What follows belongs to an exercise in optimizing a design on an open flow for small area and a short achievable clock period; a production flow would make more cautious choices. RTL that was checked went through simulation tests only; none was proved equivalent to the original.

==> inputs of run a <==
==> flow/design.v <==
package spi_eeprom_pkg;
   localparam logic [7:0] OP_WREN  = 8'h06;
   localparam logic [7:0] OP_WRDI  = 8'h04;
   localparam logic [7:0] OP_RDSR  = 8'h05;
   localparam logic [7:0] OP_READ  = 8'h03;
   localparam logic [7:0] OP_WRITE = 8'h02;
   typedef enum logic [2:0] {
      IDLE, CMD, ADDR, READ, WRITE, RDSR, IGNORE
   } state_t;
endpackage
module spi_sync_edge #(
   parameter logic RST_VAL = 1'b0
) (
   input  logic i_clk,
   input  logic i_rst,
   input  logic i_d,
   output logic o_q,
   output logic o_rise,
   output logic o_fall
);
   logic r_s1, r_s2, r_s3;
   always_ff @(posedge i_clk) begin
      if (i_rst) begin
         r_s1 <= RST_VAL;
         r_s2 <= RST_VAL;
         r_s3 <= RST_VAL;
      end else begin
         r_s1 <= i_d;
         r_s2 <= r_s1;
         r_s3 <= r_s2;
      end
   end
   assign o_q    = r_s2;
   assign o_rise = r_s2 & ~r_s3;
   assign o_fall = ~r_s2 & r_s3;
endmodule
module spi_eeprom_responder #(
   parameter int DEPTH  = 256,
   parameter int ADDR_W = 8,
   parameter int PAGE   = 16
) (
   input  logic FCLK_CLK0,
   input  logic RST,
   input  logic i_sclk,
   input  logic i_mosi,
   input  logic i_ss_n,
   output logic o_miso,
   output logic o_miso_oe,
   output logic o_wel,
   output logic o_cmd_err
);
   localparam logic [ADDR_W-1:0] PMASK = ADDR_W'(PAGE - 1);
   spi_eeprom_pkg::state_t              r_state, w_state_nx;
   logic [2:0]          r_bit_cnt;
   logic [7:0]          r_shift_in, r_miso_sr, r_rdata;
   logic [ADDR_W-1:0]   r_addr;
   logic                r_wel, r_is_write, r_wr_armed, r_cmd_err;
   logic                r_mosi_s1, r_mosi_s2;
   logic [1:0]          r_ld_pipe;
   logic [7:0]          r_mem [DEPTH];
   logic w_sclk_rise, w_sclk_fall, w_unused_sclk_lvl;
   logic w_ss_n, w_ss_rise, w_ss_fall;
   logic w_byte_done;
   logic [7:0] w_byte;
   logic w_set_wel, w_clr_wel, w_cmd_err, w_ld_sts, w_ld_addr;
   logic w_rd_start, w_rd_next, w_wr_next, w_set_wr, w_set_rd, w_mem_we;
   spi_sync_edge #(.RST_VAL(1'b0)) u_sclk (
      .i_clk (FCLK_CLK0), .i_rst (RST), .i_d (i_sclk),
      .o_q (w_unused_sclk_lvl), .o_rise (w_sclk_rise), .o_fall (w_sclk_fall)
   );
   spi_sync_edge #(.RST_VAL(1'b1)) u_ss (
      .i_clk (FCLK_CLK0), .i_rst (RST), .i_d (i_ss_n),
      .o_q (w_ss_n), .o_rise (w_ss_rise), .o_fall (w_ss_fall)
   );
   assign w_byte      = {r_shift_in[6:0], r_mosi_s2};
   assign w_byte_done = w_sclk_rise & (r_bit_cnt == 3'd7) & ~w_ss_n;
   assign w_mem_we    = w_wr_next & r_wel & ~RST;
   always_ff @(posedge FCLK_CLK0) begin
      if (RST) r_state <= spi_eeprom_pkg::IDLE;
      else     r_state <= w_state_nx;
   end
   always_comb begin
      w_state_nx = r_state;
      w_set_wel  = 1'b0;
      w_clr_wel  = 1'b0;
      w_cmd_err  = 1'b0;
      w_ld_sts   = 1'b0;
      w_ld_addr  = 1'b0;
      w_rd_start = 1'b0;
      w_rd_next  = 1'b0;
      w_wr_next  = 1'b0;
      w_set_wr   = 1'b0;
      w_set_rd   = 1'b0;
      if (w_ss_rise) begin
         w_state_nx = spi_eeprom_pkg::IDLE;
         w_clr_wel  = r_wr_armed;
      end else begin
         case (r_state)
            spi_eeprom_pkg::IDLE: if (w_ss_fall) w_state_nx = spi_eeprom_pkg::CMD;
            spi_eeprom_pkg::CMD: if (w_byte_done) begin
               case (w_byte)
                  spi_eeprom_pkg::OP_WREN:  begin w_set_wel = 1'b1; w_state_nx = spi_eeprom_pkg::IGNORE; end
                  spi_eeprom_pkg::OP_WRDI:  begin w_clr_wel = 1'b1; w_state_nx = spi_eeprom_pkg::IGNORE; end
                  spi_eeprom_pkg::OP_RDSR:  begin w_ld_sts  = 1'b1; w_state_nx = spi_eeprom_pkg::RDSR;   end
                  spi_eeprom_pkg::OP_READ:  begin w_set_rd  = 1'b1; w_state_nx = spi_eeprom_pkg::ADDR;   end
                  spi_eeprom_pkg::OP_WRITE: begin w_set_wr  = 1'b1; w_state_nx = spi_eeprom_pkg::ADDR;   end
                  default:  begin w_cmd_err = 1'b1; w_state_nx = spi_eeprom_pkg::IGNORE; end
               endcase
            end
            spi_eeprom_pkg::ADDR: if (w_byte_done) begin
               w_ld_addr  = 1'b1;
               w_rd_start = ~r_is_write;
               w_state_nx = r_is_write ? spi_eeprom_pkg::WRITE : spi_eeprom_pkg::READ;
            end
            spi_eeprom_pkg::READ:  if (w_byte_done) w_rd_next = 1'b1;
            spi_eeprom_pkg::WRITE: if (w_byte_done) w_wr_next = 1'b1;
            spi_eeprom_pkg::RDSR:  if (w_byte_done) w_ld_sts  = 1'b1;
            default: ;
         endcase
      end
   end
   always_ff @(posedge FCLK_CLK0) begin
      if (RST) begin
         r_bit_cnt  <= '0;
         r_shift_in <= '0;
         r_miso_sr  <= '0;
         r_addr     <= '0;
         r_wel      <= 1'b0;
         r_is_write <= 1'b0;
         r_wr_armed <= 1'b0;
         r_cmd_err  <= 1'b0;
         r_mosi_s1  <= 1'b0;
         r_mosi_s2  <= 1'b0;
         r_ld_pipe  <= '0;
      end else begin
         r_mosi_s1 <= i_mosi;
         r_mosi_s2 <= r_mosi_s1;
         r_cmd_err <= w_cmd_err;
         r_ld_pipe <= {r_ld_pipe[0], w_rd_start | w_rd_next};
         if (w_ss_fall || w_ss_rise) begin
            r_bit_cnt  <= '0;
            r_shift_in <= '0;
         end else if (w_sclk_rise && !w_ss_n) begin
            r_bit_cnt  <= r_bit_cnt + 3'd1;
            r_shift_in <= w_byte;
         end
         if (w_set_wel)      r_wel <= 1'b1;
         else if (w_clr_wel) r_wel <= 1'b0;
         if (w_set_wr)      r_is_write <= 1'b1;
         else if (w_set_rd) r_is_write <= 1'b0;
         if (w_ss_rise)                     r_wr_armed <= 1'b0;
         else if (w_ld_addr && r_is_write) r_wr_armed <= 1'b1;
         if (w_ld_addr)      r_addr <= w_byte[ADDR_W-1:0];
         else if (w_rd_next) r_addr <= r_addr + ADDR_W'(1);
         else if (w_wr_next) r_addr <= (r_addr & ~PMASK) | ((r_addr + ADDR_W'(1)) & PMASK);
         if (w_ss_fall)                                 r_miso_sr <= '0;
         else if (w_ld_sts)                             r_miso_sr <= {6'b0, r_wel, 1'b0};
         else if (r_ld_pipe[1] && r_state == spi_eeprom_pkg::READ)      r_miso_sr <= r_rdata;
         else if (w_sclk_fall && r_bit_cnt != 3'd0)     r_miso_sr <= {r_miso_sr[6:0], 1'b0};
      end
   end
   always_ff @(posedge FCLK_CLK0) begin
      if (w_mem_we) r_mem[r_addr] <= w_byte;
      r_rdata <= r_mem[r_addr];
   end
   assign o_miso    = ((r_state == spi_eeprom_pkg::READ) || (r_state == spi_eeprom_pkg::RDSR)) & r_miso_sr[7];
   assign o_miso_oe = ~w_ss_n;
   assign o_wel     = r_wel;
   assign o_cmd_err = r_cmd_err;
endmodule
==> flow/run.sh <==
#!/bin/bash
# synth_recipe.tcl (not shown) runs the flow's synth.tcl, then flattens the netlist and writes it again
# the make line also repeats each setting of config.mk as NAME=value (left out here)
make -C /OpenROAD-flow-scripts/flow DESIGN_CONFIG=/design/flow/config.mk WORK_HOME=/design/flow/orfs CLKGATE_MAP_FILE= SYNTH_SCRIPT=/design/flow/synth_recipe.tcl finish
==> flow/config.mk <==
export PLATFORM = sky130hd
export DESIGN_NAME = spi_eeprom_responder
export DESIGN_NICKNAME = spi_eeprom_responder
export VERILOG_FILES = /design/flow/design.v
export SDC_FILE = /design/flow/constraint.sdc
export NUM_CORES = 4
export LEC_CHECK = 0
export CAP_MARGIN = 20
export CORE_MARGIN = 2
export CORE_UTILIZATION = 40
export SETUP_SLACK_MARGIN = 1.0
export SLEW_MARGIN = 20
==> flow/constraint.sdc <==
create_clock -name core_clock -period 3.8 [get_ports {FCLK_CLK0}]
set_input_delay 0.7600 -clock core_clock [delete_from_list [all_inputs] [get_ports {FCLK_CLK0}]]
set_output_delay 0.7600 -clock core_clock [all_outputs]
set_load 0.01 [all_outputs]
==> inputs of run b, as changes to run a <==
--- a/flow/design.v
+++ b/flow/design.v
@@ -34,6 +34,35 @@
    assign o_rise = r_s2 & ~r_s3;
    assign o_fall = ~r_s2 & r_s3;
 endmodule
+module spi_eeprom_cell (
+   input  logic i_clk,
+   input  logic i_wr,
+   input  logic i_keep,
+   input  logic i_col,
+   output logic o_q
+);
+   always_ff @(posedge i_clk) o_q <= ~((o_q | i_wr) & (i_keep | i_col));
+endmodule
+module spi_eeprom_rd2 (
+   input  logic i_sel_a_n,
+   input  logic i_q_a,
+   input  logic i_sel_b_n,
+   input  logic i_q_b,
+   output logic o_y
+);
+   assign o_y = ~((i_sel_a_n | i_q_a) & (i_sel_b_n | i_q_b));
+endmodule
+module spi_eeprom_rowdec (
+   input  logic i_hi,
+   input  logic i_lo,
+   input  logic i_hi_wr_n,
+   input  logic i_lo_n,
+   output logic o_wr,
+   output logic o_rsel_n
+);
+   assign o_wr     = ~(i_hi_wr_n | i_lo_n);
+   assign o_rsel_n = ~(i_hi & i_lo);
+endmodule
 module spi_eeprom_responder #(
    parameter int DEPTH  = 256,
    parameter int ADDR_W = 8,
@@ -49,32 +78,47 @@
    output logic o_wel,
    output logic o_cmd_err
 );
-   localparam logic [ADDR_W-1:0] PMASK = ADDR_W'(PAGE - 1);
    spi_eeprom_pkg::state_t              r_state, w_state_nx;
    logic [2:0]          r_bit_cnt;
-   logic [7:0]          r_shift_in, r_miso_sr, r_rdata;
-   logic [ADDR_W-1:0]   r_addr;
+   logic [7:0]          r_shift_in, r_miso_sr;
+   logic [15:0]         r_lo, r_hi;    
+   logic [15:0]         r_lo_n;        
    logic                r_wel, r_is_write, r_wr_armed, r_cmd_err;
    logic                r_mosi_s1, r_mosi_s2;
    logic [1:0]          r_ld_pipe;
-   logic [7:0]          r_mem [DEPTH];
-   logic w_sclk_rise, w_sclk_fall, w_unused_sclk_lvl;
-   logic w_ss_n, w_ss_rise, w_ss_fall;
+   logic                r_wpend, r_winc;
+   logic r_sclk_s1, r_sclk_s2, r_sclk_s3;
+   logic r_sel_s1, r_sel_s2, r_sel_s3;
+   logic w_sclk_rise, w_sclk_fall;
+   logic w_sel, w_ss_rise, w_ss_fall;
    logic w_byte_done;
    logic [7:0] w_byte;
    logic w_set_wel, w_clr_wel, w_cmd_err, w_ld_sts, w_ld_addr;
-   logic w_rd_start, w_rd_next, w_wr_next, w_set_wr, w_set_rd, w_mem_we;
-   spi_sync_edge #(.RST_VAL(1'b0)) u_sclk (
-      .i_clk (FCLK_CLK0), .i_rst (RST), .i_d (i_sclk),
-      .o_q (w_unused_sclk_lvl), .o_rise (w_sclk_rise), .o_fall (w_sclk_fall)
-   );
-   spi_sync_edge #(.RST_VAL(1'b1)) u_ss (
-      .i_clk (FCLK_CLK0), .i_rst (RST), .i_d (i_ss_n),
-      .o_q (w_ss_n), .o_rise (w_ss_rise), .o_fall (w_ss_fall)
-   );
+   logic w_rd_start, w_rd_next, w_wr_next, w_set_wr, w_set_rd;
+   always_ff @(posedge FCLK_CLK0) begin
+      if (RST) begin
+         r_sclk_s1 <= 1'b0;
+         r_sclk_s2 <= 1'b0;
+         r_sclk_s3 <= 1'b0;
+         r_sel_s1  <= 1'b0;
+         r_sel_s2  <= 1'b0;
+         r_sel_s3  <= 1'b0;
+      end else begin
+         r_sclk_s1 <= i_sclk;
+         r_sclk_s2 <= r_sclk_s1;
+         r_sclk_s3 <= r_sclk_s2;
+         r_sel_s1  <= ~i_ss_n;
+         r_sel_s2  <= r_sel_s1;
+         r_sel_s3  <= r_sel_s2;
+      end
+   end
+   assign w_sclk_rise = r_sclk_s2 & ~r_sclk_s3;
+   assign w_sclk_fall = ~r_sclk_s2 & r_sclk_s3;
+   assign w_sel       = r_sel_s2;
+   assign w_ss_rise   = ~r_sel_s2 & r_sel_s3;
+   assign w_ss_fall   = r_sel_s2 & ~r_sel_s3;
    assign w_byte      = {r_shift_in[6:0], r_mosi_s2};
-   assign w_byte_done = w_sclk_rise & (r_bit_cnt == 3'd7) & ~w_ss_n;
-   assign w_mem_we    = w_wr_next & r_wel & ~RST;
+   assign w_byte_done = w_sclk_rise & (r_bit_cnt == 3'd7) & w_sel;
    always_ff @(posedge FCLK_CLK0) begin
       if (RST) r_state <= spi_eeprom_pkg::IDLE;
       else     r_state <= w_state_nx;
@@ -124,7 +168,8 @@
          r_bit_cnt  <= '0;
          r_shift_in <= '0;
          r_miso_sr  <= '0;
-         r_addr     <= '0;
+         r_lo       <= 16'd1;
+         r_hi       <= 16'd1;
          r_wel      <= 1'b0;
          r_is_write <= 1'b0;
          r_wr_armed <= 1'b0;
@@ -132,15 +177,22 @@
          r_mosi_s1  <= 1'b0;
          r_mosi_s2  <= 1'b0;
          r_ld_pipe  <= '0;
+         r_wpend    <= 1'b0;
+         r_hi_wr_n  <= '1;
+         r_lo_n     <= ~16'd1;
+         r_winc     <= 1'b0;
       end else begin
          r_mosi_s1 <= i_mosi;
          r_mosi_s2 <= r_mosi_s1;
          r_cmd_err <= w_cmd_err;
          r_ld_pipe <= {r_ld_pipe[0], w_rd_start | w_rd_next};
+         r_wpend   <= w_wr_next & r_wel;
+         r_hi_wr_n <= ~({16{w_wr_next & r_wel}} & r_hi);
+         r_winc    <= w_wr_next;
          if (w_ss_fall || w_ss_rise) begin
             r_bit_cnt  <= '0;
             r_shift_in <= '0;
-         end else if (w_sclk_rise && !w_ss_n) begin
+         end else if (w_sclk_rise && w_sel) begin
             r_bit_cnt  <= r_bit_cnt + 3'd1;
             r_shift_in <= w_byte;
          end
@@ -150,21 +202,71 @@
          else if (w_set_rd) r_is_write <= 1'b0;
          if (w_ss_rise)                     r_wr_armed <= 1'b0;
          else if (w_ld_addr && r_is_write) r_wr_armed <= 1'b1;
-         if (w_ld_addr)      r_addr <= w_byte[ADDR_W-1:0];
-         else if (w_rd_next) r_addr <= r_addr + ADDR_W'(1);
-         else if (w_wr_next) r_addr <= (r_addr & ~PMASK) | ((r_addr + ADDR_W'(1)) & PMASK);
-         if (w_ss_fall)                                 r_miso_sr <= '0;
+         if (w_ld_addr) begin
+            r_lo   <= 16'd1 << w_byte[3:0];
+            r_lo_n <= ~(16'd1 << w_byte[3:0]);
+            r_hi <= 16'd1 << w_byte[7:4];
+         end else if (w_rd_next) begin
+            r_lo   <= {r_lo[14:0], r_lo[15]};
+            r_lo_n <= {r_lo_n[14:0], r_lo_n[15]};
+            if (r_lo[15]) r_hi <= {r_hi[14:0], r_hi[15]};
+         end else if (r_winc) begin
+            r_lo   <= {r_lo[14:0], r_lo[15]};
+            r_lo_n <= {r_lo_n[14:0], r_lo_n[15]};
+         end
+         if (w_ss_fall || w_ss_rise)                    r_miso_sr <= '0;
          else if (w_ld_sts)                             r_miso_sr <= {6'b0, r_wel, 1'b0};
-         else if (r_ld_pipe[1] && r_state == spi_eeprom_pkg::READ)      r_miso_sr <= r_rdata;
+         else if (r_ld_pipe[1] && r_state == spi_eeprom_pkg::READ)      r_miso_sr <= w_rd;
          else if (w_sclk_fall && r_bit_cnt != 3'd0)     r_miso_sr <= {r_miso_sr[6:0], 1'b0};
       end
    end
-   always_ff @(posedge FCLK_CLK0) begin
-      if (w_mem_we) r_mem[r_addr] <= w_byte;
-      r_rdata <= r_mem[r_addr];
-   end
-   assign o_miso    = ((r_state == spi_eeprom_pkg::READ) || (r_state == spi_eeprom_pkg::RDSR)) & r_miso_sr[7];
-   assign o_miso_oe = ~w_ss_n;
+   logic        r_ph;
+   logic [7:0]  w_col;
+   logic [7:0]  w_pair [DEPTH/2];    
+   logic [7:0][7:0] w_part;          
+   logic [7:0][7:0] r_part;
+   logic [7:0]  w_rd;
+   always_ff @(posedge FCLK_CLK0) r_ph <= ~r_ph;
+   assign w_col = {8{~r_wpend}} | (r_shift_in ^ {8{r_ph}});
+   logic [15:0] r_hi_wr_n;
+   for (genvar r = 0; r < DEPTH; r++) begin : g_row
+      logic w_wr, w_rsel_n;
+      logic [7:0] w_q;
+      spi_eeprom_rowdec u_dec (
+         .i_hi (r_hi[r / 16]), .i_lo (r_lo[r % 16]),
+         .i_hi_wr_n (r_hi_wr_n[r / 16]), .i_lo_n (r_lo_n[r % 16]),
+         .o_wr (w_wr), .o_rsel_n (w_rsel_n)
+      );
+      for (genvar c = 0; c < 8; c++) begin : g_bit
+         spi_eeprom_cell u_cell (
+            .i_clk (FCLK_CLK0), .i_wr (w_wr), .i_keep (w_rsel_n), .i_col (w_col[c]),
+            .o_q (w_q[c])
+         );
+      end
+   end
+   for (genvar p = 0; p < DEPTH / 2; p++) begin : g_pair
+      for (genvar c = 0; c < 8; c++) begin : g_bit
+         spi_eeprom_rd2 u_rd (
+            .i_sel_a_n (g_row[2*p].w_rsel_n),   .i_q_a (g_row[2*p].w_q[c]),
+            .i_sel_b_n (g_row[2*p+1].w_rsel_n), .i_q_b (g_row[2*p+1].w_q[c]),
+            .o_y (w_pair[p][c])
+         );
+      end
+   end
+   always_comb begin
+      for (int k = 0; k < 8; k++) begin
+         w_part[k] = '0;
+         for (int p = 0; p < 16; p++) w_part[k] = w_part[k] | w_pair[16*k + p];
+      end
+   end
+   always_ff @(posedge FCLK_CLK0) r_part <= w_part;
+   always_comb begin
+      w_rd = '0;
+      for (int k = 0; k < 8; k++) w_rd = w_rd | r_part[k];
+      w_rd = w_rd ^ {8{r_ph}};
+   end
+   assign o_miso    = r_miso_sr[7];
+   assign o_miso_oe = w_sel;
    assign o_wel     = r_wel;
    assign o_cmd_err = r_cmd_err;
 endmodule
- CORE_UTILIZATION: 40 -> 55
- CTS_CLUSTER_DIAMETER: unset -> 80
- CTS_CLUSTER_SIZE: unset -> 30
- PLACE_DENSITY: unset -> 0.65
- SETUP_SLACK_MARGIN: 1.0 -> 1.7
- SYNTH_HIERARCHICAL: unset -> 1
==> comparison table <==
HPWL Detailed: run a 117 mm; run b 147 mm
# clk buffers: run a 241; run b 100
Area grow syn2layout: run a 18.2%; run b 11.1%
Portion of the post-synthesis area used by sequential elements: run a 77.8%; run b 63.3%
Area of the core region: run a 0.200 sq mm; run b 0.126 sq mm
Layout fillers: run a 16140; run b 10645
Multi-input gate share of the layout cell area: run a 18.5%; run b 34.9%
Met2 usage in global routing: run a 30.8%; run b 53.4%
Post-synth EDFFs: run a 2048; run b 0
Synth unique cells: run a 49; run b 54
Uppermost routed layer: run a met4; run b met5
Result of the run: run a no timing/DRC/antenna violations; run b no timing/DRC/antenna violations
Worst clock skew: run a 0.0329 ns; run b 0.0328 ns
Delay of the slowest cell on the worst path: run a 0.52 ns; run b 0.62 ns
Most numerous cell in the Yosys netlist: run a sky130_fd_sc_hd__edfxtp_1; run b sky130_fd_sc_hd__o22ai_1
Function not checked in run b: the RTL went through the layout flow alone.

-- afterwards: timing with drivers on the ports --
In the flow no input, the clock included, has a driving cell. The finished layouts below were timed again as built, in two steps. Step 1, drivers: a clkbuf_16 drives FCLK_CLK0 and a buf_2 each remaining input, both assumed. Step 2 also shifts input and output timing later by t, the mid clock arrival at the registers, as if the neighbouring blocks saw the same clock. a / b / c = ideal / step 1 / step 2; a / b = the first two.
run | t (ns) | setup slack, ns | latest minus earliest clock arrival (ns)
run a | 0.903 | 0.924 / 0.924 / 0.428 | 0.039 / 0.039
run b | 0.808 | 1.565 / 1.565 / 1.219 | 0.040 / 0.040
After both steps setup and hold are still met in every run listed. The setup slack of run a, which loses most, moves by 0.000 ns with the drivers and by -0.496 ns with both steps.
